This design comes from an exercise in tuning for small area on the open sky130 flow, not from production work. In this exercise RTL edits were held to simulation tests only and were not proved equivalent to the original. The flow treats the clock pin as an ideal source, which a real chip does not have. Power is estimated from default activity; no workload was simulated.

`design/flow/design.v`:
```
package coef_bank_loader_pkg;
  localparam int COEF_W_DEF   = 16;
  localparam int NUM_TAPS_DEF = 128;
  localparam int ADDR_W_DEF   = 7;
endpackage
module coef_bank_aoi222 (
  input  logic [2:0] d,
  input  logic [2:0] sel,
  output logic       y
);
  assign y = ~|(d & sel);
endmodule
module coef_bank_ram
#(
  parameter int DATA_W = coef_bank_loader_pkg::COEF_W_DEF,
  parameter int DEPTH  = coef_bank_loader_pkg::NUM_TAPS_DEF
) (
  input  logic [DEPTH*DATA_W-1:0] words_i,
  input  logic [DEPTH-1:0]        sel_i,
  output logic [DATA_W-1:0]       data_o
);
  localparam int NG = (DEPTH + 2) / 3;
  logic [3*NG*DATA_W-1:0] words_p;
  logic [3*NG-1:0]        sel_p;
  assign words_p = {{(3*NG-DEPTH)*DATA_W{1'b0}}, words_i};
  assign sel_p   = {{(3*NG-DEPTH){1'b0}}, sel_i};
  for (genvar b = 0; b < DATA_W; b++) begin : g_bit
    logic [NG-1:0] grp_n;
    for (genvar g = 0; g < NG; g++) begin : g_grp
      coef_bank_aoi222 u_aoi (
        .d   ({words_p[(3*g+2)*DATA_W+b], words_p[(3*g+1)*DATA_W+b], words_p[(3*g)*DATA_W+b]}),
        .sel (sel_p[3*g +: 3]),
        .y   (grp_n[g])
      );
    end
    assign data_o[b] = ~&grp_n;
  end
endmodule
module coef_bank_loader
#(
  parameter int COEF_W   = coef_bank_loader_pkg::COEF_W_DEF,
  parameter int NUM_TAPS = coef_bank_loader_pkg::NUM_TAPS_DEF,
  parameter int ADDR_W   = coef_bank_loader_pkg::ADDR_W_DEF
) (
  input  logic              clock,
  input  logic              reset_n,
  input  logic              start,
  input  logic              abort,
  input  logic              sample_tick,
  input  logic              fifo_empty,
  output logic              fifo_read,
  input  logic [COEF_W-1:0] fifo_readdata,
  input  logic [ADDR_W-1:0] coef_rd_addr,
  output logic [COEF_W-1:0] coef_rd_data,
  output logic              busy,
  output logic              swap_pending,
  output logic              bank_sel,
  output logic              load_done
);
  localparam int CNT_W = ADDR_W + 1;
  localparam int NBITS = NUM_TAPS * COEF_W;
  logic              busy_q, pend_q, bank_sel_q, vld_q, rd_ok_q;
  logic              rd_vld_q, copy_q, pol_shd_q, pol_act_q;
  logic              wr_q, wr_hold_q, cp_hold_q;
  logic [COEF_W-1:0] wr_data_q;
  logic [CNT_W-1:0]  issued_q;
  logic [ADDR_W-1:0] rd_addr_q;
  logic [NBITS-1:0]  shd_q, act_q, shd_src, act_src;
  logic              loading, wr_en, full;
  logic [NUM_TAPS-1:0] rd_sel;
  logic [COEF_W-1:0] rd_word;
  assign loading   = busy_q && !pend_q && !abort;
  assign full      = issued_q[ADDR_W] && !rd_vld_q;
  assign fifo_read = loading && !fifo_empty && !issued_q[ADDR_W];
  assign wr_en     = loading && rd_vld_q;
  assign load_done = pend_q && !abort && sample_tick;
  always_ff @(posedge clock or negedge reset_n) begin
    if (!reset_n) begin
      busy_q     <= 1'b0;
      pend_q     <= 1'b0;
      bank_sel_q <= 1'b0;
      vld_q      <= 1'b0;
      rd_ok_q    <= 1'b0;
    end else begin
      if (!busy_q) busy_q <= start && !abort;
      else         busy_q <= !abort && !load_done;
      pend_q     <= pend_q ? (!abort && !sample_tick) : (loading && full);
      bank_sel_q <= bank_sel_q ^ load_done;
      vld_q      <= vld_q || load_done;
      rd_ok_q    <= vld_q;
    end
  end
  always_ff @(posedge clock) begin
    rd_vld_q  <= fifo_read;
    rd_addr_q <= coef_rd_addr;
    copy_q    <= load_done;
    cp_hold_q <= !load_done;
    wr_q      <= wr_en;
    wr_hold_q <= !wr_en;
    wr_data_q <= fifo_readdata;
    if (!busy_q)        issued_q <= '0;
    else if (fifo_read) issued_q <= issued_q + 1'b1;
    pol_shd_q <= wr_q   ? pol_shd_q : !pol_shd_q;
    pol_act_q <= copy_q ? pol_shd_q : !pol_act_q;
    shd_q     <= ~((shd_src & {NBITS{wr_q}})   | (shd_q & {NBITS{wr_hold_q}}));
    act_q     <= ~((act_src & {NBITS{copy_q}}) | (act_q & {NBITS{cp_hold_q}}));
  end
  assign shd_src[COEF_W-1:0] = wr_data_q ^ {COEF_W{!pol_shd_q}};
  assign shd_src[NBITS-1:COEF_W] = shd_q[NBITS-COEF_W-1:0];
  for (genvar k = 0; k < NUM_TAPS; k++) begin : g_word
    assign act_src[k*COEF_W +: COEF_W] = shd_q[(NUM_TAPS-1-k)*COEF_W +: COEF_W];
  end
  for (genvar k = 0; k < NUM_TAPS; k++) begin : g_sel
    assign rd_sel[k] = (rd_addr_q == ADDR_W'(k));
  end
  coef_bank_ram #(
    .DATA_W (COEF_W),
    .DEPTH  (NUM_TAPS)
  ) u_rdmux (
    .words_i (act_q),
    .sel_i   (rd_sel),
    .data_o  (rd_word)
  );
  assign coef_rd_data = rd_ok_q ? (rd_word ^ {COEF_W{pol_act_q ^ rd_addr_q[0]}}) : '0;
  assign busy         = busy_q;
  assign swap_pending = pend_q;
  assign bank_sel     = bank_sel_q;
endmodule
```
`design/flow/flow/run.sh`:
```
#!/bin/bash
# The standard layout, with the clock tree built from large clusters of clkbuf_16 leaf
# buffers and without CTS dummy loads. Each tool's output goes to the ORFS logs under orfs/;
# make's own output goes to flow_make.log here.
set -euo pipefail
CTS="-sink_clustering_enable -repair_clock_nets -dont_use_dummy_load"
CTS="$CTS -buf_list sky130_fd_sc_hd__clkbuf_16 -sink_clustering_size 30 -sink_clustering_max_diameter 60"
bash standard.sh "CTS_ARGS=$CTS" finish > flow_make.log 2>&1
```
`design/flow/standard.sh`:
```
#!/bin/bash
# synth_recipe.tcl (not shown) runs the flow's synth.tcl, then flattens the netlist and writes it again
# the make line also repeats each setting of config.mk as NAME=value (left out here)
make -C /OpenROAD-flow-scripts/flow DESIGN_CONFIG=/design/flow/config.mk WORK_HOME=/design/flow/orfs CLKGATE_MAP_FILE= SYNTH_SCRIPT=/design/flow/synth_recipe.tcl "${@:-finish}"
```
`design/flow/config.mk`:
```
export PLATFORM = sky130hd
export DESIGN_NAME = coef_bank_loader
export DESIGN_NICKNAME = coef_bank_loader
export VERILOG_FILES = /design/flow/design.v
export SDC_FILE = /design/flow/constraint.sdc
export NUM_CORES = 4
export LEC_CHECK = 0
export CAP_MARGIN = 20
export CORE_MARGIN = 2
export CORE_UTILIZATION = 65
export SLEW_MARGIN = 20
export SYNTH_HIERARCHICAL = 1
export SYNTH_MEMORY_MAX_BITS = 8192
```
`design/flow/constraint.sdc`:
```
create_clock -name core_clock -period 10.0 [get_ports {clock}]
set_input_delay 2.0000 -clock core_clock [delete_from_list [all_inputs] [get_ports {clock}]]
set_output_delay 2.0000 -clock core_clock [all_outputs]
set_load 0.01 [all_outputs]
```
==> results of run 1 <==
cell type report:
cell class                 instances  area [sq um]  area share [%]
inverter                           7          26.3          0.0196
antenna                           27          67.6          0.0503
clock buffer                     193          4830            3.60
sequential                      4139         82900            61.7
tap                             2624          3280            2.44
timing repair buffer             259          2450            1.82
multi-input combinational       5310         40800            30.3
stage by stage:
step	util [%]	cell area, sq um	hold WS (ns)	worst slack, ns	total power [W]
final	69.0	134000	0.382	1.56	0.0308
after global routing	69.0	134000	0.394	1.64	0.0320
after CTS	68.9	134000	0.386	1.69	0.0309
after detailed placement	66.4	129000	0.359	2.67	0.0228
after global placement	66.4	129000	0.356	2.25	0.0226
after floorplan	-	127000	0.346	5.54	0.0216
logic make-up after synthesis:
family | count (synthesis) | share of synthesized area [%]
AND/OR/NAND/NOR | 442 | 1.85
buffers and inverters | 939 | 3.14
other | 1 | 0.00295
AO/OA/AOI/OAI | 4800 | 29.6
adder cells (fa/ha/maj) | 1 | 0.00983
flip-flops | 4139 | 65.1
multiplexers | 1 | 0.00786
XOR/XNOR | 34 | 0.240
per-module statistics from Yosys, one instance, submodules excluded, excerpt:
module,cell area [sq um],cells inside,times used,flops+latches
coef_bank_loader,119000,9428,1,4139
coef_bank_aoi222,10.0,1,688,0
routing by layer:
layer | global-route usage, % | part of all wire, % | vias to the layer above
met5 | 0 | 0 | -
met4 | 16.7 | 5.3 | 0
met3 | 5.37 | 8.2 | 589
met2 | 52.0 | 45 | 4336
met1 | 49.3 | 42 | 46900
li1 | - | - | 41200
critical path, cell delays in order (launching register included):
cell             delay, ns
dfxtp_1               0.55
nor2_1                0.18
nand2_1               0.68
nor2_1                0.12
buf_4                 0.24
a222oi_1              0.66
nand4_1               0.49
nor4_2                1.03
nand3_1               0.59
xor2_1                0.31
and2_1                0.21
clkdlybuf4s50_1       0.48
power by group through the flow:
stage / combinational [W] / clock, W / sequential, W
after floorplan: 0.00136 / 0 / 0.0202
after global placement: 0.00168 / 0 / 0.0210
after detailed placement: 0.00179 / 0 / 0.0210
after CTS: 0.00180 / 0.00840 / 0.0207
after global routing: 0.00202 / 0.00897 / 0.0210
final: 0.00180 / 0.00832 / 0.0207
worst max path at each step:
| stage | from | end | slack, ns | cells past startpoint |
|---|---|---|---|---|
| 3_5_place_dp | rd_addr_q[2] | coef_rd_data[14] | 2.67 | 11 |
| 4_1_cts | rd_addr_q[2] | coef_rd_data[14] | 1.69 | 11 |
| 5_1_grt | rd_addr_q[0] | coef_rd_data[14] | 1.64 | 12 |
| 2_1_floorplan | rd_addr_q[4] | coef_rd_data[15] | 5.54 | 11 |
| 3_3_place_gp | rd_addr_q[0] | coef_rd_data[4] | 2.25 | 11 |
| 6_report | rd_addr_q[0] | coef_rd_data[5] | 1.56 | 11 |
state kept, by name (all words and copies together), names as in the netlist, 7 cells and up:
signal     flops
rd_addr_q      7
wr_data_q     16
issued_q       8
shd_q       2048
act_q       2048
Yosys cell counts, types with 5 or more instances:
cell type,n
nor4_1,33
xor2_1,16
buf_1,66
xnor2_1,17
dfrtp_1,5
nor2_1,133
nand2_1,18
nor3_1,16
buf_2,365
a22oi_1,4096
a222oi_1,688
clkbuf_1,498
a21oi_1,6
nand3_1,41
dfxtp_1,4133
and2_1,16
inv_1,7
nand4_1,162
==> flow_metrics.env, run 1 <==
export IMPL_worstReg2RegStart="wr_hold_q"
export IMPL_antenna_found_initial=11
export IMPL_die_h_microns=447
export IMPL_critPathKind="register to output pin"
export IMPL_clock_sinks=4139
export IMPL_clock_tree_root_cell="clkbuf_16"
export IMPL_hold_violations=0
export IMPL_nFillCells=14300
export IMPL_power_density_nw_per_um2=230
export IMPL_synth_area_sq_um=127000
export IMPL_drt_wl_total_microns=361000
export IMPL_grt_overflow=0
export IMPL_die_x_microns=447
export IMPL_place_gp_congestion=0.889
export IMPL_cts_tree="done"
export IMPL_yosysWarnings=7
export IMPL_vias=93000
export IMPL_ys_types=42
export IMPL_grt_max_degree=244
export IMPL_swShare_pct=24.9
export IMPL_grt_pass1_vias=85500
export IMPL_cp_max_fo=16
export IMPL_synth_cells=10400
export IMPL_pwr_share_seq_pct=67.2
export IMPL_fin_crit_sh_pct=84.4
export IMPL_final_cell_mix="dfxtp_1 (4129), a22oi_1 (4096), a222oi_1 (688)"
export IMPL_cts_resized=0
export IMPL_cts_htree_levels=4
export IMPL_port_buffers=49
export IMPL_drtAntennaViolNets=0
export IMPL_intPower_w=0.0232
export IMPL_drtIter0Drc=15600
export IMPL_slew_violations=0
export IMPL_clock_latency_ns=0.90
export IMPL_switching_power_w=0.00769
export IMPL_post_cts_buffers=0
export IMPL_synth_largest_area_cell="dfxtp_1"
export IMPL_setup_viol=0
export IMPL_crit_required_ns=8.00
export IMPL_fin_cells=12600
export IMPL_worst_pin_slew_ns=1.46
export IMPL_max_slew_margin_rel_pct=2.87
export IMPL_p_leak_nw=68.7
export IMPL_synthArstFlopShare_pct=0.121
export IMPL_status="finished clean"
export IMPL_r2r_setup_slack_ns=6.49
export IMPL_vdd_drop_max_mv=0.213
export IMPL_synth_seq_area_share_pct=65.1
export IMPL_grt_pass1_wl_microns=542000
export IMPL_clock_fmax_ghz=0.118
export IMPL_holdPathEnd="rd_ok_q"
export IMPL_wl_per_cell_microns=28.7
export IMPL_first_pass_iters=13
export IMPL_drv_cap=0
export IMPL_cp_arrival_ns=6.44
export IMPL_path_clk_slew_ns=0.11
export IMPL_synth_area_leaders="dfxtp_1 (65%), a22oi_1 (24%), a222oi_1 (5.4%), clkbuf_1 (1.5%), buf_2 (1.4%)"
export IMPL_yosys_area_top_type_share_pct=65.0
export IMPL_clock_skew_ns=0.0592
export IMPL_syn2layout_area_growth_pct=5.50
export IMPL_numCtsBuffers=193
export IMPL_worstRegToRegCells=4
export IMPL_end_kind="output pin"
export IMPL_dp_hpwl_microns=223000
export IMPL_p_clk_share_pct=27.0
export IMPL_fin_crit_ns=8.44
export IMPL_ys_flop_type="dfxtp_1"
export IMPL_ioPinCount=50
export IMPL_die_area_sq_um=199000
export IMPL_hold_depth=0
export IMPL_drc=0
export IMPL_min_delay_start="vld_q"
export IMPL_ys_seq_elements=4139
export IMPL_rsz0062_at_grt="false"
export IMPL_dpl_cell_count=12300
export IMPL_clockBufferDepth=3
export IMPL_core_sq_um=195000
export IMPL_critPathLaunchType="register"
export IMPL_initial_core_util_pct=65.4
export IMPL_finalSetupTns_ns=0
export IMPL_hp_class="register to register"
export IMPL_drive_gt1_share_pct=4.72
export IMPL_layout_commonest_cell="dfxtp_1"
export IMPL_grtUsageTotal_pct=34.7
export IMPL_row_count=162
export IMPL_r2r_end="shd_q[591]"
export IMPL_vias_per_cell=7.41
export IMPL_avgSynthCellArea_sq_um=12.3
export IMPL_comb_power_share_pct=5.8
export IMPL_ctsHoldBuffers=0
export IMPL_fin_nets=9940
export IMPL_synth_edf_count=1
==> run 2: changes to the inputs <==
--- a/design/flow/design.v
+++ b/design/flow/design.v
@@ -7,4 +7,11 @@
   input  logic [2:0] d,
   input  logic [2:0] sel,
+  output logic       y
+);
+  assign y = ~|(d & sel);
+endmodule
+module coef_bank_aoi22 (
+  input  logic [1:0] d,
+  input  logic [1:0] sel,
   output logic       y
 );
@@ -20,17 +27,23 @@
   output logic [DATA_W-1:0]       data_o
 );
-  localparam int NG = (DEPTH + 2) / 3;
-  logic [3*NG*DATA_W-1:0] words_p;
-  logic [3*NG-1:0]        sel_p;
-  assign words_p = {{(3*NG-DEPTH)*DATA_W{1'b0}}, words_i};
-  assign sel_p   = {{(3*NG-DEPTH){1'b0}}, sel_i};
+  localparam int NG3 = DEPTH / 3;
+  localparam int NG  = (DEPTH + 2) / 3;
   for (genvar b = 0; b < DATA_W; b++) begin : g_bit
     logic [NG-1:0] grp_n;
-    for (genvar g = 0; g < NG; g++) begin : g_grp
+    for (genvar g = 0; g < NG3; g++) begin : g_grp
       coef_bank_aoi222 u_aoi (
-        .d   ({words_p[(3*g+2)*DATA_W+b], words_p[(3*g+1)*DATA_W+b], words_p[(3*g)*DATA_W+b]}),
-        .sel (sel_p[3*g +: 3]),
+        .d   ({words_i[(3*g+2)*DATA_W+b], words_i[(3*g+1)*DATA_W+b], words_i[(3*g)*DATA_W+b]}),
+        .sel (sel_i[3*g +: 3]),
         .y   (grp_n[g])
       );
+    end
+    if (DEPTH % 3 == 2) begin : g_last2
+      coef_bank_aoi22 u_aoi (
+        .d   ({words_i[(DEPTH-1)*DATA_W+b], words_i[(DEPTH-2)*DATA_W+b]}),
+        .sel (sel_i[DEPTH-1 -: 2]),
+        .y   (grp_n[NG-1])
+      );
+    end else if (DEPTH % 3 == 1) begin : g_last1
+      assign grp_n[NG-1] = ~(words_i[(DEPTH-1)*DATA_W+b] & sel_i[DEPTH-1]);
     end
     assign data_o[b] = ~&grp_n;
@@ -103,6 +116,6 @@
     pol_shd_q <= wr_q   ? pol_shd_q : !pol_shd_q;
     pol_act_q <= copy_q ? pol_shd_q : !pol_act_q;
-    shd_q     <= ~((shd_src & {NBITS{wr_q}})   | (shd_q & {NBITS{wr_hold_q}}));
-    act_q     <= ~((act_src & {NBITS{copy_q}}) | (act_q & {NBITS{cp_hold_q}}));
+    shd_q     <= ~((shd_src | {NBITS{wr_hold_q}}) & (shd_q | {NBITS{wr_q}}));
+    act_q     <= ~((act_src | {NBITS{cp_hold_q}}) & (act_q | {NBITS{copy_q}}));
   end
   assign shd_src[COEF_W-1:0] = wr_data_q ^ {COEF_W{!pol_shd_q}};
==> run 2 against run 1 <==
Still clean. Fmax grew 3.8%. Synthesized cell count about the same. Wire length is 2.3% lower. Setup slack better by 0.31 ns. Largest power group unchanged.
==> flow_metrics.env, run 2 <==
export IMPL_fin_cells=12400
export IMPL_worst_pin_slew_ns=1.46
export IMPL_cp_max_fo=15
export IMPL_syn2layout_area_growth_pct=5.31
export IMPL_synth_cells=10400
export IMPL_antenna_found_initial=6
export IMPL_max_slew_margin_rel_pct=2.93
export IMPL_end_kind="output pin"
export IMPL_cp_arrival_ns=6.14
export IMPL_clockBufferDepth=3
export IMPL_grt_max_degree=260
export IMPL_grtUsageTotal_pct=35.0
export IMPL_grt_pass1_vias=84200
export IMPL_synthArstFlopShare_pct=0.121
export IMPL_grt_pass1_wl_microns=529000
export IMPL_drv_cap=0
export IMPL_rsz0062_at_grt="false"
export IMPL_yosysMostFrequentCell="dfxtp_1"
export IMPL_place_gp_congestion=0.917
export IMPL_holdPathEnd="rd_ok_q"
export IMPL_pwr_share_seq_pct=67.7
export IMPL_clock_sinks=4139
export IMPL_post_cts_buffers=0
export IMPL_synth_area_leaders="dfxtp_1 (68%), o22ai_1 (21%), a222oi_1 (5.5%), buf_2 (1.6%), clkbuf_1 (1.5%)"
export IMPL_fin_crit_ns=8.14
export IMPL_p_clk_share_pct=27.5
export IMPL_hold_depth=0
export IMPL_clock_latency_ns=0.88
export IMPL_worstReg2RegStart="copy_q"
export IMPL_clock_tree_root_cell="clkbuf_16"
export IMPL_hp_class="register to register"
export IMPL_drtIter0Drc=14100
export IMPL_final_cell_mix="dfxtp_1 (4129), o22ai_1 (4096), a222oi_1 (672)"
export IMPL_cts_tree="done"
export IMPL_cts_htree_levels=4
export IMPL_worstRegToRegCells=5
export IMPL_layout_setup_ws_ns=1.86
export IMPL_critPathLaunchType="register"
export IMPL_fin_crit_sh_pct=81.4
export IMPL_dpl_cell_count=12200
export IMPL_drtAntennaViolNets=0
export IMPL_status="finished clean"
export IMPL_layout_commonest_cell="dfxtp_1"
export IMPL_setup_viol=0
export IMPL_ys_types=42
export IMPL_finalSetupTns_ns=0
export IMPL_vdd_drop_max_mv=0.217
export IMPL_ioPinCount=50
export IMPL_yosysWarnings=7
export IMPL_first_pass_iters=13
export IMPL_synth_largest_area_cell="dfxtp_1"
export IMPL_fin_util_pct=68.7
export IMPL_critPathKind="register to output pin"
export IMPL_drc=0
export IMPL_r2r_end="act_q[1152]"
export IMPL_dp_hpwl_microns=216000
export IMPL_vias=92000
export IMPL_synth_seq_area_share_pct=67.8
export IMPL_reg_largest_list="act_q (2048), shd_q (2048), wr_data_q (16)"
export IMPL_die_area_sq_um=192000
export IMPL_switching_power_w=0.00744
export IMPL_drt_wl_total_microns=352000
export IMPL_p_leak_nw=48.4
export IMPL_hold_violations=0
export IMPL_synth_area_sq_um=122000
export IMPL_yosys_area_top_type_share_pct=67.7
export IMPL_path_clk_slew_ns=0.08
export IMPL_ys_seq_elements=4139
export IMPL_crit_required_ns=8.00
export IMPL_clock_fmax_ghz=0.123
export IMPL_swShare_pct=24.8
export IMPL_avgSynthCellArea_sq_um=11.8
export IMPL_ctsHoldBuffers=0
export IMPL_drive_gt1_share_pct=4.73
export IMPL_fin_nets=9894
export IMPL_power_density_nw_per_um2=233
export IMPL_ys_flop_type="dfxtp_1"
export IMPL_synth_edf_count=1
export IMPL_comb_power_share_pct=4.8
export IMPL_place_ws_ns=2.82
export IMPL_cts_resized=0
export IMPL_die_h_microns=438
export IMPL_r2r_setup_slack_ns=6.60
export IMPL_intPower_w=0.0226
export IMPL_vias_per_cell=7.44
export IMPL_ys_top_cells_by_count="dfxtp_1 (4133), o22ai_1 (4096), a222oi_1 (672), clkbuf_1 (488), buf_2 (394)"
export IMPL_port_buffers=49
export IMPL_wl_per_cell_microns=28.5
export IMPL_core_sq_um=187000
export IMPL_initial_core_util_pct=65.2
export IMPL_grt_overflow=0
export IMPL_clock_skew_ns=0.0550
export IMPL_row_count=159
export IMPL_slew_violations=0
export IMPL_min_delay_start="vld_q"
export IMPL_die_x_microns=438
export IMPL_numCtsBuffers=190
-- run 2: cell types whose count changed in the layout (fill, tap and decap cells not counted), moves of 3 or more --
cell       previous run  this run
o22ai_1               0      4096
conb_1               32         0
nor3_1               12        16
buf_4               176       164
buf_12               28        31
clkbuf_16           193       190
diode_2              27         3
a22oi_1            4096         0
nor4_2               12        15
a222oi_1            688       672
nor3_2                4         0
buf_2                 4         0
a22oi_2               0        16
-- run 2: power by group through the flow --
stage | sequential, W | clock, W | combinational, W
after global routing | 0.0205 | 0.00889 | 0.00160
final | 0.0203 | 0.00826 | 0.00145
after detailed placement | 0.0206 | 0 | 0.00142
after global placement | 0.0206 | 0 | 0.00132
after CTS | 0.0203 | 0.00832 | 0.00143
after floorplan | 0.0199 | 0 | 0.00103
-- run 2: final cells by class --
| cell class | instances | area (sq um) |
|---|---|---|
| fill | 13800 | 58600 |
| tap | 2495 | 3120 |
| clock buffer | 190 | 4750 |
| timing repair buffer | 248 | 2420 |
| inverter | 7 | 26.3 |
| antenna | 3 | 7.51 |
| sequential | 4139 | 82900 |
| multi-input combinational | 5278 | 35500 |
-- run 2: worst max path at each step --
stage,to,cells past startpoint,from
6_report,coef_rd_data[9],11,rd_addr_q[0]
5_1_grt,coef_rd_data[9],11,rd_addr_q[0]
4_1_cts,coef_rd_data[3],10,rd_addr_q[0]
3_5_place_dp,coef_rd_data[3],10,rd_addr_q[0]
3_3_place_gp,coef_rd_data[3],10,rd_addr_q[0]
2_1_floorplan,coef_rd_data[0],10,rd_addr_q[0]
-- run 2: through the flow --
step / instance area (sq um) / total power (W) / hold WS [ns]
after floorplan: 122000 / 0.0210 / 0.346
after global placement: 124000 / 0.0219 / 0.356
after detailed placement: 124000 / 0.0220 / 0.359
after CTS: 129000 / 0.0300 / 0.369
after global routing: 129000 / 0.0310 / 0.378
final: 129000 / 0.0300 / 0.369
-- run 2: cell families (layout without fill, tap and decap cells) --
group                      Yosys count  after routing  share of synthesized area [%]
AOI/OAI and AO/OA                 4800           4800                           26.7
DFF                               4139           4139                           67.8
buffers and inverters              939            445                           3.30
and+or+nand+nor                    442            442                           1.93
xor gates and xnor gates            34             34                          0.250
adders and majority gates            1              1                         0.0102
muxes                                1              1                        0.00819
other                                0              3                              0
-- run 2: modules after synthesis, one instance, submodules excluded, a selection --
module	area (sq um)	cells	flip-flops and latches	copies in the design
coef_bank_aoi222	10.0	1	0	672
coef_bank_aoi22	12.5	1	0	16
coef_bank_loader	114000	9428	4139	1
-- run 2: routing by layer --
metal / vias to the layer above / share of wire (%) / global-route usage (%)
met2: 4371 / 44 / 52.2
met3: 612 / 8.3 / 5.12
met5: - / 0.0091 / 0
met1: 45700 / 42 / 50.6
li1: 41400 / - / -
met4: 4 / 5.0 / 16.1
-- run 2: critical path: stages (launching register included) --
cell	delay (ns)
dfxtp_1	0.50
nor2_1	0.15
nand2_1	0.64
nor2_1	0.15
buf_4	0.25
a222oi_1	0.47
nand4_1	0.49
nor4_2	0.92
nand3_1	0.57
xor2_1	0.41
and2_1	0.17
clkdlybuf4s50_1	0.55
==> run 3: changes to the inputs <==
--- a/design/flow/design.v
+++ b/design/flow/design.v
@@ -7,11 +7,4 @@
   input  logic [2:0] d,
   input  logic [2:0] sel,
-  output logic       y
-);
-  assign y = ~|(d & sel);
-endmodule
-module coef_bank_aoi22 (
-  input  logic [1:0] d,
-  input  logic [1:0] sel,
   output logic       y
 );
@@ -39,9 +32,6 @@
     end
     if (DEPTH % 3 == 2) begin : g_last2
-      coef_bank_aoi22 u_aoi (
-        .d   ({words_i[(DEPTH-1)*DATA_W+b], words_i[(DEPTH-2)*DATA_W+b]}),
-        .sel (sel_i[DEPTH-1 -: 2]),
-        .y   (grp_n[NG-1])
-      );
+      assign grp_n[NG-1] = ~((words_i[(DEPTH-1)*DATA_W+b] & sel_i[DEPTH-1]) |
+                             (words_i[(DEPTH-2)*DATA_W+b] & sel_i[DEPTH-2]));
     end else if (DEPTH % 3 == 1) begin : g_last1
       assign grp_n[NG-1] = ~(words_i[(DEPTH-1)*DATA_W+b] & sel_i[DEPTH-1]);
@@ -125,5 +115,5 @@
   end
   for (genvar k = 0; k < NUM_TAPS; k++) begin : g_sel
-    assign rd_sel[k] = (rd_addr_q == ADDR_W'(k));
+    assign rd_sel[k] = rd_ok_q && (rd_addr_q == ADDR_W'(k));
   end
   coef_bank_ram #(
@@ -135,5 +125,5 @@
     .data_o  (rd_word)
   );
-  assign coef_rd_data = rd_ok_q ? (rd_word ^ {COEF_W{pol_act_q ^ rd_addr_q[0]}}) : '0;
+  assign coef_rd_data = rd_word ^ {COEF_W{rd_ok_q && (pol_act_q ^ rd_addr_q[0])}};
   assign busy         = busy_q;
   assign swap_pending = pend_q;
==> design/flow/flow/run.sh (replaced) <==
#!/bin/bash
set -euo pipefail
HERE=$(pwd)
bash standard.sh synth floorplan place > make_place.log 2>&1
export RDIR=$HERE/orfs/results/$FLOW_PLATFORM/coef_bank_loader/base
BASE="-sink_clustering_enable -repair_clock_nets -dont_use_dummy_load -buf_list sky130_fd_sc_hd__clkbuf_16"
PICK="-sink_clustering_size 30 -sink_clustering_max_diameter 60"
BEST=""
CANDS=""
for n in 28 30 32 34 36 38 40; do for d in 50 60 70 80 90 100; do CANDS="$CANDS $n:$d"; done; done
trial() {
  local n=${1%:*} d=${1#*:}
  CTS_TRY="$BASE -sink_clustering_size $n -sink_clustering_max_diameter $d" \
    openroad -no_init -exit flow/cts_pick.tcl > cts_trial_${n}_${d}.log 2>&1 || true
}
export -f trial
export BASE
printf '%s\n' $CANDS | xargs -P "${NUM_CORES:-4}" -I{} bash -c 'trial {}' || true
for c in $CANDS; do
  n=${c%:*}; d=${c#*:}
  R=$(awk '/^CTS_TRIAL/ {print $3, $5}' cts_trial_${n}_${d}.log 2>/dev/null || true)
  [[ -n "$R" ]] || continue
  AREA=${R% *}; SLEW=${R#* }
  if awk -v s="$SLEW" 'BEGIN {exit !(s <= 0.111)}'; then
    if [[ -z "$BEST" ]] || awk -v a="$AREA" -v b="$BEST" 'BEGIN {exit !(a < b)}'; then
      BEST=$AREA; PICK="-sink_clustering_size $n -sink_clustering_max_diameter $d"
    fi
  fi
done
echo "picked: $PICK (area $BEST)" > cts_pick.txt
bash standard.sh "CTS_ARGS=$BASE $PICK" finish > make_finish.log 2>&1
==> design/flow/flow/cts_pick.tcl (new file) <==
# Trial clock tree on the placed design: prints the clock buffers' area and the worst
# flip-flop clock-pin slew (placement parasitics). Reads CTS_TRY (the CTS arguments).
set P $::env(FLOW_HOME)/platforms/$::env(FLOW_PLATFORM)
set R $::env(RDIR)
read_lef $P/lef/sky130_fd_sc_hd.tlef
read_lef $P/lef/sky130_fd_sc_hd_merged.lef
read_liberty $P/lib/sky130_fd_sc_hd__tt_025C_1v80.lib
read_db $R/3_place.odb
read_sdc $R/3_place.sdc
source $P/setRC.tcl
set_dont_use [list sky130_fd_sc_hd__probe_p_8 sky130_fd_sc_hd__probec_p_8 sky130_fd_sc_hd__lpflow_*]
clock_tree_synthesis {*}$::env(CTS_TRY)
estimate_parasitics -placement
set area 0
foreach inst [get_cells *] {
  set m [get_property $inst ref_name]
  if {[string match "*clkbuf*" $m]} {
    set area [expr {$area + [get_property [get_lib_cells */$m] area]}]
  }
}
set worst 0
foreach pin [get_pins -hierarchical */CLK] {
  set s [get_property $pin slew_max]
  if {$s > $worst} { set worst $s }
}
puts "CTS_TRIAL area $area slew $worst"
==> run 3 against run 2 <==
Sequential cell count unchanged. Final cell count down 0.33%. Non-clock buffer count down 4. Total power down 4.1%. Combinational power down about 30%. Still clean.
==> flow_metrics.env, run 3 <==
export IMPL_die_h_microns=438
export IMPL_grt_overflow=0
export IMPL_synth_seq_area_share_pct=67.6
export IMPL_yosysWarnings=7
export IMPL_syn2layout_area_growth_pct=4.28
export IMPL_critPathKind="register to output pin"
export IMPL_fin_crit_sh_pct=83.6
export IMPL_post_cts_buffers=0
export IMPL_antenna_found_initial=6
export IMPL_setup_viol=0
export IMPL_grtUsageTotal_pct=35.3
export IMPL_pwr_share_seq_pct=70.2
export IMPL_synth_area_leaders="dfxtp_1 (68%), o22ai_1 (21%), a222oi_1 (5.5%), buf_2 (2.2%), clkbuf_1 (0.99%)"
export IMPL_swShare_pct=24.5
export IMPL_crit_buf_inv=1
export IMPL_yosysMostFrequentCell="dfxtp_1"
export IMPL_grt_max_degree=234
export IMPL_max_slew_margin_rel_pct=14.8
export IMPL_hold_depth=1
export IMPL_p_clk_share_pct=26.3
export IMPL_crit_chain="nor2_1 -> nand2_1 -> nor2_1 -> a222oi_1 -> nand4_1 -> nor4_1 -> nand4_1 -> xnor2_1 -> clkdlybuf4s50_1"
export IMPL_grt_pass1_vias=84700
export IMPL_worstReg2RegStart="copy_q"
export IMPL_critPathLaunchType="register"
export IMPL_power_density_nw_per_um2=225
export IMPL_comb_power_share_pct=3.5
export IMPL_vias_per_cell=7.50
export IMPL_intPower_w=0.0217
export IMPL_ys_top_cells_by_count="dfxtp_1 (4133), o22ai_1 (4096), a222oi_1 (672), buf_2 (548), clkbuf_1 (324)"
export IMPL_drt_wl_total_microns=356000
export IMPL_synth_area_sq_um=123000
export IMPL_core_sq_um=188000
export IMPL_holdPathEnd="shd_q[2039]"
export IMPL_first_pass_iters=14
export IMPL_worst_pin_slew_ns=1.28
export IMPL_initial_core_util_pct=65.3
export IMPL_end_kind="output pin"
export IMPL_r2r_end="act_q[882]"
export IMPL_drive_gt1_share_pct=4.30
export IMPL_status="finished clean"
export IMPL_worstRegToRegCells=4
export IMPL_die_x_microns=438
export IMPL_drtAntennaViolNets=0
export IMPL_rsz0062_at_grt="false"
export IMPL_vias=92400
export IMPL_fin_util_pct=68.1
export IMPL_drtIter0Drc=14800
export IMPL_slowest_delay_ns=1.02
export IMPL_switching_power_w=0.00705
export IMPL_clock_fmax_ghz=0.120
export IMPL_cp_slowest_cell="nor4_1"
export IMPL_path_clk_slew_ns=0.11
export IMPL_row_count=159
export IMPL_ioPinCount=50
export IMPL_slew_violations=0
export IMPL_cts_tree="done"
export IMPL_avgSynthCellArea_sq_um=11.8
export IMPL_synth_edf_count=1
export IMPL_vdd_drop_max_mv=0.237
export IMPL_synth_cells=10400
export IMPL_reg_largest_list="act_q (2048), shd_q (2048), wr_data_q (16)"
export IMPL_final_cell_mix="dfxtp_1 (4129), o22ai_1 (4096), a222oi_1 (672)"
export IMPL_finalSetupTns_ns=0
export IMPL_worstSetupPathDepth=9
export IMPL_synthArstFlopShare_pct=0.121
export IMPL_ys_seq_elements=4139
export IMPL_grt_pass1_wl_microns=532000
export IMPL_cp_max_fo=16
export IMPL_drv_cap=0
export IMPL_cts_resized=0
export IMPL_crit_required_ns=8.00
export IMPL_clock_skew_ns=0.0270
export IMPL_clock_latency_ns=0.87
export IMPL_yosys_area_top_type_share_pct=67.5
export IMPL_dp_hpwl_microns=220000
export IMPL_fin_nets=9850
export IMPL_place_gp_congestion=0.973
export IMPL_layout_commonest_cell="dfxtp_1"
export IMPL_cp_arrival_ns=6.36
export IMPL_ctsHoldBuffers=0
export IMPL_wl_per_cell_microns=28.9
export IMPL_p_leak_nw=48.3
export IMPL_hold_violations=0
export IMPL_hp_class="register to register"
export IMPL_ys_flop_type="dfxtp_1"
export IMPL_die_area_sq_um=192000
export IMPL_ys_types=46
export IMPL_drc=0
export IMPL_crit_family="simple AND/OR/NAND/NOR gates"
export IMPL_fin_crit_ns=8.36
export IMPL_min_delay_start="shd_q[2039]"
export IMPL_port_buffers=49
export IMPL_synth_largest_area_cell="dfxtp_1"
export IMPL_nFillCells=13900
export IMPL_numCtsBuffers=155
export IMPL_clock_sinks=4139
export IMPL_r2r_setup_slack_ns=6.40
==> run 3: worst max-delay path by stage <==
stage / start / endpoint / slack (ns)
2_1_floorplan: abort / fifo_read / 5.32
4_1_cts: rd_addr_q[1] / coef_rd_data[3] / 1.90
6_report: rd_addr_q[1] / coef_rd_data[2] / 1.64
3_3_place_gp: rd_addr_q[1] / coef_rd_data[0] / 2.35
5_1_grt: rd_addr_q[1] / coef_rd_data[6] / 1.69
3_5_place_dp: rd_addr_q[1] / coef_rd_data[3] / 2.82
==> run 3: cell families after synthesis <==
group	share of synthesized area, %
DFF	67.6
buffers and inverters	3.56
muxes	0.0163
and+or+nand+nor	1.90
adders and majority gates	0.0102
xor gates and xnor gates	0.243
AOI/OAI and AO/OA	26.6
==> run 3: layout make-up <==
class / instances / area [sq um] / area share [%]
clock buffers: 155 / 3880 / 3.03
multi-input cells: 5272 / 35500 / 27.8
well taps: 2495 / 3120 / 2.44
diodes: 6 / 15.0 / 0.0117
flip-flops and latches: 4139 / 82900 / 64.9
repair buffers: 244 / 2350 / 1.84
inverters: 8 / 30.0 / 0.0235
==> run 3: modules after synthesis, one instance, submodules excluded, excerpt <==
| module | flops+latches | times used | cells inside |
|---|---|---|---|
| coef_bank_loader | 4139 | 1 | 9429 |
| coef_bank_aoi222 | 0 | 672 | 1 |
==> run 3: metal layers <==
layer  vias up  global-route usage, %  wire length (microns)
met3       683                   7.10                  34200
met4         2                   15.6                  17000
met2      4636                   50.3                 153000
met5         -                      0                     17
met1     45900                   51.9                 152000
li1      41200                      -                      -
==> run 3: stage by stage <==
stage / setup WS, ns / total power (W) / std cells / area, sq um / hold slack [ns]
3_3_place_gp: 2.35 / 0.0214 / 12200 / 124000 / 0.417
2_1_floorplan: 5.32 / 0.0206 / 10400 / 123000 / 0.346
5_1_grt: 1.69 / 0.0298 / 12300 / 128000 / 0.459
6_report: 1.64 / 0.0288 / 12300 / 128000 / 0.447
4_1_cts: 1.90 / 0.0288 / 12300 / 128000 / 0.445
3_5_place_dp: 2.82 / 0.0215 / 12200 / 124000 / 0.428
==> run 3: power groups by stage <==
stage          Sequential [W]  Combinational (W)  Clock, W
5_1_grt                0.0204            0.00117   0.00817
6_report               0.0202            0.00102   0.00756
3_5_place_dp           0.0205            0.00101         0
3_3_place_gp           0.0205           0.000920         0
4_1_cts                0.0202            0.00101   0.00761
2_1_floorplan          0.0198           0.000853         0
==> run 4: changes to the inputs <==
--- a/design/flow/config.mk
+++ b/design/flow/config.mk
@@ -6,8 +6,8 @@
 export NUM_CORES = 4
 export LEC_CHECK = 0
-export CAP_MARGIN = 20
+export CAP_MARGIN = 5
 export CORE_MARGIN = 2
 export CORE_UTILIZATION = 65
-export SLEW_MARGIN = 20
+export SLEW_MARGIN = 5
 export SYNTH_HIERARCHICAL = 1
 export SYNTH_MEMORY_MAX_BITS = 8192
==> run 4 against run 3 <==
Still clean. Sequential cell count is the same. Fmax down 1.7%. Final cell count about the same. Register-to-register slack is essentially flat. Clock skew rose by 0.020 ns. Wire length fell by 0.12%. Global-route usage about the same. Synthesized cell count did not move. Combinational power about the same. Critical endpoint is now coef_rd_data[3].
==> flow_metrics.env, run 4 <==
export IMPL_antenna_found_initial=7
export IMPL_drtAntennaViolNets=0
export IMPL_synth_area_leaders="dfxtp_1 (68%), o22ai_1 (21%), a222oi_1 (5.5%), buf_2 (2.2%), clkbuf_1 (0.99%)"
export IMPL_end_kind="output pin"
export IMPL_p_clk_share_pct=26.2
export IMPL_synth_largest_area_cell="dfxtp_1"
export IMPL_clock_fmax_ghz=0.118
export IMPL_fin_crit_ns=8.51
export IMPL_post_cts_buffers=0
export IMPL_wl_per_cell_microns=28.9
export IMPL_yosysWarnings=7
export IMPL_cp_arrival_ns=6.51
export IMPL_layout_commonest_cell="dfxtp_1"
export IMPL_vias_per_cell=7.51
export IMPL_drt_wl_total_microns=355000
export IMPL_core_sq_um=188000
export IMPL_ys_types=46
export IMPL_finalSetupTns_ns=0
export IMPL_yosys_area_top_type_share_pct=67.5
export IMPL_place_gp_congestion=0.973
export IMPL_power_density_nw_per_um2=225
export IMPL_hp_class="register to register"
export IMPL_grt_pass1_wl_microns=533000
export IMPL_ctsHoldBuffers=0
export IMPL_drtIter0Drc=14600
export IMPL_final_cell_mix="dfxtp_1 (4129), o22ai_1 (4096), a222oi_1 (672)"
export IMPL_synth_area_sq_um=123000
export IMPL_reg_largest_list="act_q (2048), shd_q (2048), wr_data_q (16)"
export IMPL_comb_power_share_pct=3.6
export IMPL_vias=92500
export IMPL_drive_gt1_share_pct=4.29
export IMPL_clock_skew_ns=0.0472
export IMPL_cp_max_fo=16
export IMPL_crit_required_ns=8.00
export IMPL_synth_cells=10400
export IMPL_ioPinCount=50
export IMPL_clock_latency_ns=0.87
export IMPL_drv_cap=0
export IMPL_grt_max_degree=234
export IMPL_drc=0
export IMPL_synthArstFlopShare_pct=0.121
export IMPL_setup_viol=0
export IMPL_path_clk_slew_ns=0.11
export IMPL_grt_pass1_vias=84600
export IMPL_slew_violations=0
export IMPL_status="finished clean"
export IMPL_ys_flop_type="dfxtp_1"
export IMPL_worst_pin_slew_ns=1.34
export IMPL_p_leak_nw=48.3
export IMPL_holdWs_ns=0.447
export IMPL_die_area_sq_um=192000
export IMPL_critPathKind="register to output pin"
export IMPL_rsz0062_at_grt="false"
export IMPL_syn2layout_area_growth_pct=4.25
export IMPL_cts_tree="done"
export IMPL_grtUsageTotal_pct=35.3
export IMPL_numCtsBuffers=155
export IMPL_dpl_cell_count=12200
export IMPL_port_buffers=49
export IMPL_hold_violations=0
export IMPL_die_h_microns=438
export IMPL_first_pass_iters=14
export IMPL_grt_overflow=0
export IMPL_die_x_microns=438
export IMPL_clock_sinks=4139
export IMPL_initial_core_util_pct=65.3
export IMPL_avgSynthCellArea_sq_um=11.8
export IMPL_switching_power_w=0.00704
export IMPL_yosysMostFrequentCell="dfxtp_1"
export IMPL_ys_seq_elements=4139
export IMPL_synth_seq_area_share_pct=67.6
export IMPL_dp_hpwl_microns=220000
export IMPL_row_count=159
export IMPL_fin_cells=12300
export IMPL_intPower_w=0.0217
export IMPL_critPathLaunchType="register"
export IMPL_synth_edf_count=1
export IMPL_vdd_drop_max_mv=0.245
export IMPL_max_slew_margin_rel_pct=10.4
export IMPL_swShare_pct=24.5
export IMPL_cts_resized=0
export IMPL_fin_nets=9850
export IMPL_fin_crit_sh_pct=85.1
export IMPL_pwr_share_seq_pct=70.2
export IMPL_ys_top_cells_by_count="dfxtp_1 (4133), o22ai_1 (4096), a222oi_1 (672), buf_2 (548), clkbuf_1 (324)"
run 4: cell counts after synthesis:
Identical to the previous run, type by type.
run 4: per-module statistics from Yosys (local to each module, per instance), excerpt:
module | flops+latches | times used | cells inside
coef_bank_loader | 4139 | 1 | 9429
coef_bank_aoi222 | 0 | 672 | 1
run 4: cell families (layout without fill, tap and decap cells):
| kind of cell | Yosys count | in the layout | share of synthesized area [%] |
|---|---|---|---|
| and+or+nand+nor | 437 | 437 | 1.90 |
| xor gates and xnor gates | 34 | 34 | 0.243 |
| AOI/OAI and AO/OA | 4798 | 4798 | 26.6 |
| muxes | 2 | 2 | 0.0163 |
| other | 0 | 3 | 0 |
| adders and majority gates | 1 | 1 | 0.0102 |
| buffers and inverters | 950 | 407 | 3.56 |
| DFF | 4139 | 4139 | 67.6 |
run 4: final timing paths:
kind	startpoint	end	slack, ns	cells past startpoint
setup / recovery	rd_addr_q[1]	coef_rd_data[3]	1.49	9
hold / removal	shd_q[2039]	shd_q[2039]	0.45	1
setup reg to reg	copy_q	act_q[984]	6.40	4
hold reg to reg	shd_q[2039]	shd_q[2039]	0.45	1
max in group asynchronous	reset_n	rd_ok_q	8.08	1
min in group asynchronous	reset_n	bank_sel_q	1.52	1
run 4: layer usage:
metal / share of wire (%) / global-route usage [%]
met1: 43 / 51.7
met2: 43 / 50.3
met3: 9.5 / 7.24
met4: 4.8 / 16.0
met5: 0.0076 / 0
run 4: cell type report:
class                   instances  area [sq um]
multi-input cells            5272         35500
well taps                    2495          3120
fillers                     14000         59800
repair buffers                244          2340
clock buffers                 155          3880
flip-flops and latches       4139         82900
inverters                       8          30.0
diodes                          3          7.51
run 4: stage by stage:
stage | setup WS (ns) | total power, W | cell area (sq um) | util (%)
3_3_place_gp | 2.35 | 0.0214 | 124000 | 66.0
2_1_floorplan | 5.32 | 0.0206 | 123000 | -
5_1_grt | 1.68 | 0.0298 | 128000 | 68.1
3_5_place_dp | 2.83 | 0.0215 | 124000 | 66.0
4_1_cts | 1.89 | 0.0288 | 128000 | 68.1
6_report | 1.49 | 0.0288 | 128000 | 68.1
run 4: worst max-delay path, cell delays in order, from the launching register on:
cell	delay, ns
dfxtp_1	0.80
nor2_1	0.17
nand2_1	0.52
nor2_1	0.42
a222oi_1	0.62
nand4_1	0.41
nor4_1	1.14
nand4_1	0.67
xnor2_1	0.33
clkdlybuf4s50_1	0.57
run 4: power by group through the flow:
stage | clock network (W) | registers (W) | logic [W]
6_report | 0.00755 | 0.0202 | 0.00102
5_1_grt | 0.00815 | 0.0204 | 0.00117
4_1_cts | 0.00761 | 0.0202 | 0.00102
3_5_place_dp | 0 | 0.0205 | 0.00101
3_3_place_gp | 0 | 0.0205 | 0.000920
2_1_floorplan | 0 | 0.0198 | 0.000853
==> run 5: changes to the inputs <==
--- a/design/flow/design.v
+++ b/design/flow/design.v
@@ -4,4 +4,10 @@
   localparam int ADDR_W_DEF   = 7;
 endpackage
+module coef_bank_inv (
+  input  logic a,
+  output logic y
+);
+  assign y = ~a;
+endmodule
 module coef_bank_aoi222 (
   input  logic [2:0] d,
@@ -65,6 +71,5 @@
   logic              busy_q, pend_q, bank_sel_q, vld_q, rd_ok_q;
   logic              rd_vld_q, copy_q, pol_shd_q, pol_act_q;
-  logic              wr_q, wr_hold_q, cp_hold_q;
-  logic [COEF_W-1:0] wr_data_q;
+  logic              wr_hold, cp_hold;
   logic [CNT_W-1:0]  issued_q;
   logic [ADDR_W-1:0] rd_addr_q;
@@ -85,4 +90,6 @@
       vld_q      <= 1'b0;
       rd_ok_q    <= 1'b0;
+      pol_shd_q  <= 1'b0;
+      pol_act_q  <= 1'b0;
     end else begin
       if (!busy_q) busy_q <= start && !abort;
@@ -92,4 +99,6 @@
       vld_q      <= vld_q || load_done;
       rd_ok_q    <= vld_q;
+      pol_shd_q  <= wr_en  ? pol_shd_q : !pol_shd_q;
+      pol_act_q  <= copy_q ? pol_shd_q : !pol_act_q;
     end
   end
@@ -98,16 +107,12 @@
     rd_addr_q <= coef_rd_addr;
     copy_q    <= load_done;
-    cp_hold_q <= !load_done;
-    wr_q      <= wr_en;
-    wr_hold_q <= !wr_en;
-    wr_data_q <= fifo_readdata;
     if (!busy_q)        issued_q <= '0;
     else if (fifo_read) issued_q <= issued_q + 1'b1;
-    pol_shd_q <= wr_q   ? pol_shd_q : !pol_shd_q;
-    pol_act_q <= copy_q ? pol_shd_q : !pol_act_q;
-    shd_q     <= ~((shd_src | {NBITS{wr_hold_q}}) & (shd_q | {NBITS{wr_q}}));
-    act_q     <= ~((act_src | {NBITS{cp_hold_q}}) & (act_q | {NBITS{copy_q}}));
+    shd_q     <= ~((shd_src | {NBITS{wr_hold}}) & (shd_q | {NBITS{wr_en}}));
+    act_q     <= ~((act_src | {NBITS{cp_hold}}) & (act_q | {NBITS{copy_q}}));
   end
-  assign shd_src[COEF_W-1:0] = wr_data_q ^ {COEF_W{!pol_shd_q}};
+  coef_bank_inv u_wr_hold (.a(wr_en),  .y(wr_hold));
+  coef_bank_inv u_cp_hold (.a(copy_q), .y(cp_hold));
+  assign shd_src[COEF_W-1:0] = fifo_readdata ^ {COEF_W{!pol_shd_q}};
   assign shd_src[NBITS-1:COEF_W] = shd_q[NBITS-COEF_W-1:0];
   for (genvar k = 0; k < NUM_TAPS; k++) begin : g_word
--- a/design/flow/flow/run.sh
+++ b/design/flow/flow/run.sh
@@ -2,5 +2,6 @@
 set -euo pipefail
 HERE=$(pwd)
-bash standard.sh synth floorplan place > make_place.log 2>&1
+PORTS="BUFFER_PORTS_ARGS=-inputs -outputs -buffer_cell sky130_fd_sc_hd__buf_1"
+bash standard.sh "$PORTS" synth floorplan place > make_place.log 2>&1
 export RDIR=$HERE/orfs/results/$FLOW_PLATFORM/coef_bank_loader/base
 BASE="-sink_clustering_enable -repair_clock_nets -dont_use_dummy_load -buf_list sky130_fd_sc_hd__clkbuf_16"
@@ -29,3 +30,3 @@
 done
 echo "picked: $PICK (area $BEST)" > cts_pick.txt
-bash standard.sh "CTS_ARGS=$BASE $PICK" finish > make_finish.log 2>&1
+bash standard.sh "$PORTS" "CTS_ARGS=$BASE $PICK" finish > make_finish.log 2>&1
--- a/design/flow/config.mk
+++ b/design/flow/config.mk
@@ -6,8 +6,8 @@
 export NUM_CORES = 4
 export LEC_CHECK = 0
-export CAP_MARGIN = 5
+export CAP_MARGIN = 20
 export CORE_MARGIN = 2
 export CORE_UTILIZATION = 65
-export SLEW_MARGIN = 5
+export SLEW_MARGIN = 20
 export SYNTH_HIERARCHICAL = 1
 export SYNTH_MEMORY_MAX_BITS = 8192
==> run 5 against run 4 <==
Combinational power up 4%. Clock power rose by 2%. Highest routed layer unchanged. Critical path type unchanged. Fmax is 5.9% higher. Still clean.
==> flow_metrics.env, run 5 <==
export IMPL_yosys_area_top_type_share_pct=67.1
export IMPL_power_density_nw_per_um2=228
export IMPL_final_cell_mix="dfxtp_1 (4112), o22ai_1 (4096), a222oi_1 (672)"
export IMPL_ys_seq_elements=4120
export IMPL_grt_pass1_vias=83800
export IMPL_ys_flop_type="dfxtp_1"
export IMPL_die_x_microns=438
export IMPL_row_count=159
export IMPL_fin_crit_sh_pct=80.4
export IMPL_r2r_setup_slack_ns=5.43
export IMPL_drtAntennaViolNets=0
export IMPL_die_area_sq_um=192000
export IMPL_ff_latch_area_sq_um=82500
export IMPL_post_cts_buffers=0
export IMPL_critPathLaunchType="register"
export IMPL_ys_types=43
export IMPL_finalSetupTns_ns=0
export IMPL_reg_largest_list="act_q (2048), shd_q (2048), issued_q (8)"
export IMPL_clock_fmax_ghz=0.124
export IMPL_place_ws_ns=2.99
export IMPL_p_leak_nw=49.9
export IMPL_layout_commonest_cell="dfxtp_1"
export IMPL_status="finished clean"
export IMPL_clock_skew_ns=0.0392
export IMPL_cp_arrival_ns=6.04
export IMPL_vdd_drop_max_mv=0.210
export IMPL_antenna_found_initial=14
export IMPL_yosysMostFrequentCell="dfxtp_1"
export IMPL_avgSynthCellArea_sq_um=11.9
export IMPL_drv_cap=0
export IMPL_synthArstFlopShare_pct=0.170
export IMPL_fin_crit_ns=8.04
export IMPL_ys_top_cells_by_count="dfxtp_1 (4113), o22ai_1 (4096), a222oi_1 (672), clkbuf_1 (641), nand4_1 (182)"
export IMPL_setup_viol=0
export IMPL_ctsHoldBuffers=0
export IMPL_drc=0
export IMPL_nFillCells=14100
export IMPL_place_gp_congestion=0.962
export IMPL_layout_setup_ws_ns=1.96
export IMPL_hold_violations=0
export IMPL_drt_wl_total_microns=353000
export IMPL_grtUsageTotal_pct=35.1
export IMPL_numCtsBuffers=165
export IMPL_cts_resized=0
export IMPL_ioPinCount=50
export IMPL_critPathKind="register to output pin"
export IMPL_cts_tree="done"
export IMPL_crit_required_ns=8.00
export IMPL_initial_core_util_pct=65.4
export IMPL_end_kind="output pin"
export IMPL_clock_sinks=4120
export IMPL_rsz0062_at_grt="false"
export IMPL_dp_hpwl_microns=221000
export IMPL_wl_per_cell_microns=28.7
export IMPL_path_clk_slew_ns=0.10
export IMPL_synth_cells=10300
export IMPL_synth_largest_area_cell="dfxtp_1"
export IMPL_worst_pin_slew_ns=1.33
export IMPL_synth_seq_area_share_pct=67.3
export IMPL_grt_max_degree=235
export IMPL_grt_overflow=0
export IMPL_drtIter0Drc=14400
export IMPL_synth_area_sq_um=123000
export IMPL_vias=91900
export IMPL_port_buffers=49
export IMPL_first_pass_iters=14
export IMPL_multi_input_area_sq_um=35400
export IMPL_max_slew_margin_rel_pct=11.3
export IMPL_yosysWarnings=7
export IMPL_hp_class="register to register"
export IMPL_die_h_microns=438
export IMPL_clock_latency_ns=0.88
export IMPL_drive_gt1_share_pct=4.31
export IMPL_slew_violations=0
export IMPL_core_sq_um=188000
export IMPL_grt_pass1_wl_microns=530000
export IMPL_synth_area_leaders="dfxtp_1 (67%), o22ai_1 (21%), a222oi_1 (5.5%), clkbuf_1 (2.0%), buf_6 (1.2%)"
export IMPL_fin_nets=9851
export IMPL_vias_per_cell=7.46
export IMPL_synth_edf_count=0
export IMPL_cp_max_fo=16
export IMPL_syn2layout_area_growth_pct=3.77
## run 5: cell count changes in the layout (fill, tap and decap cells not counted), sizes merged, moves of 2 or more
| cell | before | now |
|---|---|---|
| clkdlybuf4s50 | 49 | 0 |
| clkbuf | 155 | 165 |
| buf | 195 | 254 |
| dfxtp | 4133 | 4113 |
| dfrtp | 5 | 7 |
## run 5: modules after synthesis (local to each module, per instance), a selection
module / times used / cells / flops+latches
coef_bank_aoi222: 672 / 1 / 0
coef_bank_loader: 1 / 9408 / 4120
coef_bank_inv: 2 / 1 / 0
## run 5: layout make-up
class | instances | share of cell area, %
timing repair buffer | 254 | 1.57
sequential | 4120 | 64.8
clock buffer | 165 | 3.24
inverter | 7 | 0.0324
multi-input combinational | 5273 | 27.8
antenna | 4 | 0.00787
tap | 2495 | 2.45
## run 5: report_power, final
group / internal, W / switching [W]
combinational: 0.000581 / 0.000477
sequential: 0.0183 / 0.00188
clock: 0.00298 / 0.00476
total: 0.0219 / 0.00712
## run 5: metrics by stage
stage	hold WS, ns	util (%)	cells	total power, W	area (sq um)
3_3_place_gp	0.418	65.6	12100	0.0214	123000
6_report	0.440	67.8	12300	0.0290	127000
5_1_grt	0.455	67.8	12300	0.0300	127000
2_1_floorplan	0.346	-	10300	0.0206	123000
3_5_place_dp	0.428	65.6	12100	0.0216	123000
4_1_cts	0.441	67.8	12300	0.0290	127000
## run 5: path summary, 6_finish.rpt
path,start,endpoint,depth (start not counted)
setup / recovery,rd_addr_q[0],coef_rd_data[12],9
hold / removal,shd_q[2037],shd_q[2037],1
setup reg to reg,copy_q,act_q[1427],6
hold reg to reg,shd_q[2037],shd_q[2037],1
max in group asynchronous,reset_n,vld_q,1
min in group asynchronous,reset_n,pend_q,1
## run 5: metal layers
layer | wire length [microns] | part of all wire (%) | vias to the layer above | global-route usage, %
met1 | 154000 | 44 | 45700 | 52.5
li1 | - | - | 41300 | -
met3 | 32600 | 9.2 | 534 | 6.74
met5 | 70 | 0.020 | - | 0
met2 | 152000 | 43 | 4311 | 50.0
met4 | 14800 | 4.2 | 10 | 14.0
## run 5: cells by family after synthesis
group,after synthesis,share of synthesized area [%]
DFF,4120,67.3
AOI/OAI and AO/OA,4798,26.6
muxes,2,0.0163
buffers and inverters,949,3.92
xor gates and xnor gates,35,0.250
and+or+nand+nor,437,1.89
adders and majority gates,1,0.0102
## run 5: critical path, cell delays in order (launching register included)
cell,delay [ns]
dfxtp_1,0.79
nor3b_1,0.16
nand2_1,0.61
nor2_1,0.44
a222oi_1,0.46
nand4_1,0.34
nor4_1,1.14
nand4_1,0.71
xnor2_1,0.35
buf_1,0.18
==> run 6: changes to the inputs <==
--- a/design/flow/config.mk
+++ b/design/flow/config.mk
@@ -8,5 +8,5 @@
 export CAP_MARGIN = 20
 export CORE_MARGIN = 2
-export CORE_UTILIZATION = 65
+export CORE_UTILIZATION = 72
 export SLEW_MARGIN = 20
 export SYNTH_HIERARCHICAL = 1
==> run 6 against run 5 <==
Critical path depth grew 1. Combinational power about the same. First-iteration DRC count up 23%. Fmax fell by 3.2%.
==> flow_metrics.env, run 6 <==
export IMPL_status="finished clean"
export IMPL_die_x_microns=417
export IMPL_dpl_cell_count=11800
export IMPL_die_h_microns=417
export IMPL_power_density_nw_per_um2=228
export IMPL_place_gp_congestion=1.04
export IMPL_synth_edf_count=0
export IMPL_synth_seq_area_share_pct=67.3
export IMPL_p_clk_share_pct=26.1
export IMPL_worstReg2RegStart="pend_q"
export IMPL_critPathLaunchType="register"
export IMPL_yosysMostFrequentCell="dfxtp_1"
export IMPL_slowest_delay_ns=1.19
export IMPL_ctsHoldBuffers=0
export IMPL_switching_power_w=0.00710
export IMPL_wl_per_cell_microns=29.7
export IMPL_vias=93500
export IMPL_synth_cells=10300
export IMPL_clock_sinks=4120
export IMPL_crit_end="coef_rd_data[8]"
export IMPL_grt_pass1_wl_microns=533000
export IMPL_reg_largest_list="act_q (2048), shd_q (2048), issued_q (8)"
export IMPL_crit_chain="nor2b_1 -> nand3_1 -> nor2_2 -> buf_4 -> a222oi_1 -> nand4_1 -> nor4_2 -> nand4_1 -> xnor2_1 -> buf_1"
export IMPL_worst_path_most_repeated_cell="nand4_1"
export IMPL_fin_cells=12000
export IMPL_drtIter0Drc=17600
export IMPL_ioPinCount=50
export IMPL_vias_per_cell=7.79
export IMPL_r2r_end="shd_q[362]"
export IMPL_fin_crit_ns=8.30
export IMPL_grt_pass1_vias=84800
export IMPL_synth_area_leaders="dfxtp_1 (67%), o22ai_1 (21%), a222oi_1 (5.5%), clkbuf_1 (2.0%), buf_6 (1.2%)"
export IMPL_post_cts_buffers=0
export IMPL_drt_wl_total_microns=357000
export IMPL_vdd_drop_max_mv=0.250
export IMPL_swShare_pct=24.6
export IMPL_nFillCells=11400
export IMPL_ys_flop_type="dfxtp_1"
export IMPL_grt_overflow=0
export IMPL_cp_slowest_cell="nor4_2"
export IMPL_fin_crit_sh_pct=83.0
export IMPL_synth_largest_area_cell="dfxtp_1"
export IMPL_pwr_share_seq_pct=70.2
export IMPL_ys_seq_elements=4120
export IMPL_finalSetupTns_ns=0
export IMPL_drv_cap=0
export IMPL_clock_skew_ns=0.0505
export IMPL_ys_top_cells_by_count="dfxtp_1 (4113), o22ai_1 (4096), a222oi_1 (672), clkbuf_1 (641), nand4_1 (182)"
export IMPL_fin_nets=9814
export IMPL_synthArstFlopShare_pct=0.170
export IMPL_slew_violations=0
export IMPL_numCtsBuffers=156
export IMPL_p_leak_nw=49.7
export IMPL_yosysWarnings=7
export IMPL_clock_fmax_ghz=0.120
export IMPL_row_count=151
export IMPL_cts_resized=0
export IMPL_avgSynthCellArea_sq_um=11.9
export IMPL_hp_class="register to register"
export IMPL_critPathLaunch="rd_addr_q[0]"
export IMPL_end_kind="output pin"
export IMPL_drc=0
export IMPL_dp_hpwl_microns=227000
export IMPL_grtUsageTotal_pct=39.3
export IMPL_layout_commonest_cell="dfxtp_1"
export IMPL_final_cell_mix="dfxtp_1 (4112), o22ai_1 (4096), a222oi_1 (672)"
export IMPL_worstRegToRegCells=6
export IMPL_max_slew_margin_rel_pct=9.73
export IMPL_initial_core_util_pct=72.4
export IMPL_drtAntennaViolNets=0
export IMPL_comb_power_share_pct=3.7
export IMPL_yosys_area_top_type_share_pct=67.1
export IMPL_setup_viol=0
export IMPL_cp_arrival_ns=6.30
export IMPL_antenna_found_initial=10
export IMPL_critPathKind="register to output pin"
export IMPL_grt_max_degree=240
export IMPL_synth_area_sq_um=123000
export IMPL_crit_required_ns=8.00
export IMPL_worst_pin_slew_ns=1.35
export IMPL_cts_tree="done"
export IMPL_rsz0062_at_grt="false"
export IMPL_r2r_setup_slack_ns=5.59
export IMPL_port_buffers=49
export IMPL_syn2layout_area_growth_pct=3.24
export IMPL_intPower_w=0.0217
export IMPL_die_area_sq_um=174000
export IMPL_first_pass_iters=15
export IMPL_clock_latency_ns=0.87
export IMPL_drive_gt1_share_pct=4.06
export IMPL_core_sq_um=169000
export IMPL_hold_violations=0
export IMPL_path_clk_slew_ns=0.11
export IMPL_ys_types=43
export IMPL_cp_max_fo=16
[run 6: cell counts after synthesis]
Identical to the previous run, type by type.
[run 6: layer usage]
layer | vias to the layer above | wire (microns) | global-route usage, %
met4 | 4 | 19800 | 18.5
met1 | 46000 | 146000 | 57.7
met5 | - | 27 | 0
li1 | 41200 | - | -
met2 | 5504 | 151000 | 55.3
met3 | 801 | 40200 | 8.51
[run 6: modules after synthesis (local to each module, per instance), a selection]
module	times used	cell area, sq um
coef_bank_loader	1	114000
coef_bank_inv	2	3.75
coef_bank_aoi222	672	10.0
[run 6: cell type report]
class	instances	area [sq um]	share of cell area [%]
sequential	4120	82500	65.2
multi-input combinational	5273	35500	28.1
clock buffer	156	3900	3.08
tap	2218	2780	2.19
timing repair buffer	226	1840	1.45
inverter	7	41.3	0.0326
antenna	4	10.0	0.00791
[run 6: how the worst min path moves through the flow]
stage,startpoint,to,slack (ns),cells past startpoint
final,shd_q[2046],act_q[14],0.43,1
after global routing,shd_q[2041],shd_q[2041],0.46,1
after CTS,shd_q[2046],act_q[14],0.43,1
after detailed placement,shd_q[2046],shd_q[2046],0.43,1
after global placement,shd_q[2032],shd_q[2032],0.42,1
after floorplan,vld_q,rd_ok_q,0.35,0
[run 6: cell families (layout without fill, tap and decap cells)]
group / count (synthesis) / after routing / share of synthesized area (%)
AOI/OAI and AO/OA: 4798 / 4798 / 26.6
xor gates and xnor gates: 35 / 35 / 0.250
adders and majority gates: 1 / 1 / 0.0102
buffers and inverters: 949 / 389 / 3.92
DFF: 4120 / 4120 / 67.3
muxes: 2 / 2 / 0.0163
other: 0 / 4 / 0
and+or+nand+nor: 437 / 437 / 1.89
[run 6: stage by stage]
step	hold WS (ns)	area, sq um	util [%]	total power, W	setup slack (ns)
floorplan	0.346	123000	-	0.0206	5.24
global placement	0.418	123000	72.4	0.0214	2.45
detailed placement	0.429	123000	72.4	0.0216	3.08
CTS	0.434	127000	74.7	0.0287	2.17
global route	0.457	127000	74.8	0.0297	1.80
finish	0.435	127000	74.8	0.0288	1.70
[run 6: power groups by stage]
| stage | Clock [W] | Combinational (W) | Sequential (W) |
|---|---|---|---|
| floorplan | 0 | 0.000906 | 0.0197 |
| global placement | 0 | 0.000956 | 0.0204 |
| detailed placement | 0 | 0.00106 | 0.0205 |
| CTS | 0.00753 | 0.00106 | 0.0202 |
| global route | 0.00808 | 0.00123 | 0.0204 |
| finish | 0.00753 | 0.00107 | 0.0202 |
[run 6: worst max-delay path, delay by kind of cell, from the launching register on]
family,cells,cell delay [ns]
AO/OA/AOI/OAI,1,0.35
AND/OR/NAND/NOR,6,3.46
flip-flops,1,0.85
buffers and inverters,2,0.44
XOR/XNOR,1,0.34

-- afterwards: timing with drivers on the ports --
The flow's constraints put no driver on any port. The routed layouts listed below were extracted and timed again, unchanged, in two steps. Step 1: set_driving_cell puts a clkbuf_16 on clock and a buf_2 on each other input, an assumption about the parent block. Step 2 adds t to the input delays and takes it off the output delays; t is the mean of the earliest and latest rising clock arrival at the registers after step 1. Input paths then give back, and output paths get back, about the clock's delay inside the block. a / b / c = ideal ports / drivers / drivers and shift; a / b = the first two.
| run | shift t [ns] | slack for setup (ns) | latest minus earliest clock arrival (ns) | worst register clock-pin slew, ns |
|---|---|---|---|---|
| run 1 | 0.951 | 1.556 / 1.468 / 2.419 | 0.065 / 0.066 | 0.11 / 0.11 |
| run 2 | 0.940 | 1.865 / 1.777 / 2.717 | 0.065 / 0.064 | 0.11 / 0.11 |
| run 3 | 0.945 | 1.638 / 1.543 / 2.488 | 0.038 / 0.038 | 0.12 / 0.12 |
| run 4 | 0.942 | 1.493 / 1.397 / 2.339 | 0.050 / 0.050 | 0.12 / 0.12 |
| run 5 | 0.947 | 1.965 / 1.876 / 2.822 | 0.048 / 0.047 | 0.11 / 0.11 |
| run 6 | 0.942 | 1.698 / 1.598 / 2.540 | 0.054 / 0.054 | 0.12 / 0.12 |
After both steps setup and hold are still met in every run listed.
